This is an optimization exercise on Yosys and OpenROAD, whose aim is a short achievable clock period and few clock cycles, not a production implementation.
In this exercise RTL edits were held to simulation tests only and were not proved equivalent to the original.
Power is estimated from default activity; no workload was simulated.

Setup of the baseline:
==> flow/design.v (excerpt) <==
module cpu_core (
    input  logic                clk,
    input  logic                reset,
    output logic [32-1:0]  imem_addr,
    input  logic [32-1:0]  imem_data,
    output logic [32-1:0]  dmem_addr,
    output logic [32-1:0]  dmem_wdata,
    output logic                dmem_we,
    input  logic [32-1:0]  dmem_rdata
);
For scale: roughly 840 flip-flops, roughly 39000 µm² of cells after synthesis.
export LEC_CHECK = 0
export ABC_AREA = 0
export ABC_CLOCK_PERIOD_IN_PS = 2500
export CAP_MARGIN = 20
export CORE_MARGIN = 2
export CORE_UTILIZATION = 40
export SETUP_SLACK_MARGIN = 5
export SLEW_MARGIN = 20
export TNS_END_PERCENT = 100
create_clock -name core_clock -period 8.0 [get_ports {clk}]
run.sh (not shown) runs the stock make flow with config.mk's settings and CLKGATE_MAP_FILE= SYNTH_SCRIPT=/design/flow/synth_recipe.tcl, a recipe that flattens the netlist after the stock synthesis.
Testbench counts of the baseline, summed over its fixed seeds: cycles 79,486.
#### Input delta (the candidate over the baseline)
# the baseline
export LEC_CHECK = 0
export ABC_AREA = 0
export ABC_CLOCK_PERIOD_IN_PS = 2500
export CAP_MARGIN = 20
export CORE_MARGIN = 2
export CORE_UTILIZATION = 40
export SETUP_SLACK_MARGIN = 5
export SLEW_MARGIN = 20
export TNS_END_PERCENT = 100
create_clock -name core_clock -period 8.0 [get_ports {clk}]
# the candidate
export LEC_CHECK = 0
export CAP_MARGIN = 20
export CORE_MARGIN = 2
export CORE_UTILIZATION = 40
export SLEW_MARGIN = 20
create_clock -name core_clock -period 8.0 [get_ports {clk}]
Results
On total global routing overflow, the baseline and the candidate are basically level.
The baseline has higher fmax than the candidate.
For the worst hold slack, the candidate came in 0.0043 ns higher than the baseline did.
Per the comparison of the candidate with the baseline, non-clock buffer count decreased by 335 relative to the old numbers; number of global-route vias before repair decreased by about 7% relative to the old numbers; final area decreased by about 12% relative to the old numbers.
Row portion of total power attributed to combinational logic: the candidate lower / the baseline higher
On the candidate: area occupied by registers is 0.74% lower than what the baseline gave.

cpu_core, a different RTL version from the one above (not shown whole).
Size in the first run: about 6300 cells after synthesis, about 1400 flip-flops, about 160 I/O pins, ~67000 sq um of cells after synthesis.
clock: 8.0 ns
lec_check: 0
abc_area: 0
abc_clock_period_in_ps: 2500
cap_margin: 20
cell_pad_in_sites_detail_placement: 1
cell_pad_in_sites_global_placement: 2
core_margin: 2
core_utilization: 40
setup_slack_margin: 5
slew_margin: 20
tns_end_percent: 100
Testbench counts at the start, summed over its fixed seeds: cycles 54,486.
Rerun with:
- CORE_UTILIZATION: 40 -> 50
- PLACE_DENSITY: default -> 0.7
Combinational power is about the same; global-route usage came out higher by 6.7 points; critical path depth came out lower by 4; synthesized area stays the same; total power hardly moves; non-clock buffer count came out lower by 59; register-to-register slack loses 150 ps; final area came out lower slightly.
Rerun with:
- CORE_UTILIZATION: 50 -> 45
- PLACE_DENSITY: 0.7 -> 0.65
Outcome: Utilization drops by 5.9 points. Clock-buffer cell count climbs by 13. Worst setup slack is better by 200 ps. Cell count climbs by a few percent. Final area climbs slightly. Routed wire length barely changes.

== run E ==
cpu_core, a different RTL version from the one above (not shown whole).
For scale: ~1400 flip-flops, roughly 160 I/O pins, about 66000 µm² of cells after synthesis.
Settings: LEC_CHECK=0, ABC_AREA=0, ABC_CLOCK_PERIOD_IN_PS=2500, CAP_MARGIN=20, CORE_MARGIN=2, CORE_UTILIZATION=40, SETUP_SLACK_MARGIN=5, SLEW_MARGIN=20, TNS_END_PERCENT=100; clock period 8.0 ns.
The flow did not stop early for run E: all stages ran, and the layout cleared the timing, DRC and antenna checks.
Testbench counts of run E, summed over its fixed seeds: cycles 54,936.
Inputs modified between run E and run C:
- setting CELL_PAD_IN_SITES_GLOBAL_PLACEMENT to 2 for the first time
- setting CELL_PAD_IN_SITES_DETAIL_PLACEMENT to 1 for the first time
- changing CORE_UTILIZATION from 40 to 45
- setting PLACE_DENSITY to 0.65 for the first time
--- outcome ---
- On global-route wire length before repair: between run C and run E, it ends up higher for run C.
- Compared to run E, run C has flip-flop and latch share of the layout cell area 0.96 points lower.
- The register-to-register slack on run C is in line with that on run E.
- Run C consumes more power than run E does.

## re-timing with driven ports
The flow's constraints put no driver on any port. The routed layouts listed below were extracted and timed again, unchanged, in two steps. Step 1 (the two cells are an assumption about what drives the block):
set clk [get_ports {clk}]
set_driving_cell -lib_cell sky130_fd_sc_hd__clkbuf_16 $clk
set_driving_cell -lib_cell sky130_fd_sc_hd__buf_2 [delete_from_list [all_inputs] $clk]
Step 2, shift: input delay + t, output delay - t, t = (earliest + latest rising clock arrival at the registers) / 2. This alone moves slack from input paths to output paths. Slacks: no drivers / after step 1 / after step 2; pairs: no drivers / after step 1.
run | t (ns) | slack for setup (ns) | slew at the worst register clock pin (ns)
the baseline | 0.743 | 2.423 / 2.423 / 2.423 | 0.07 / 0.07
the candidate | 0.722 | 0.813 / 0.813 / 0.813 | 0.07 / 0.07
the first run of note 2 | 0.923 | 4.751 / 4.751 / 4.024 | 0.07 / 0.07
the second run of note 2 | 0.892 | 4.606 / 4.606 / 3.923 | 0.08 / 0.08
the third run of note 2 | 0.879 | 4.807 / 4.807 / 3.964 | 0.07 / 0.07
run E | 0.868 | 4.789 / 4.789 / 4.083 | 0.07 / 0.07
run C | 0.870 | 4.783 / 4.783 / 4.067 | 0.07 / 0.07
After both steps setup and hold are still met in every run listed. The setup slack of the third run of note 2, which loses most, moves by 0.000 ns with the drivers and by -0.843 ns with both steps.
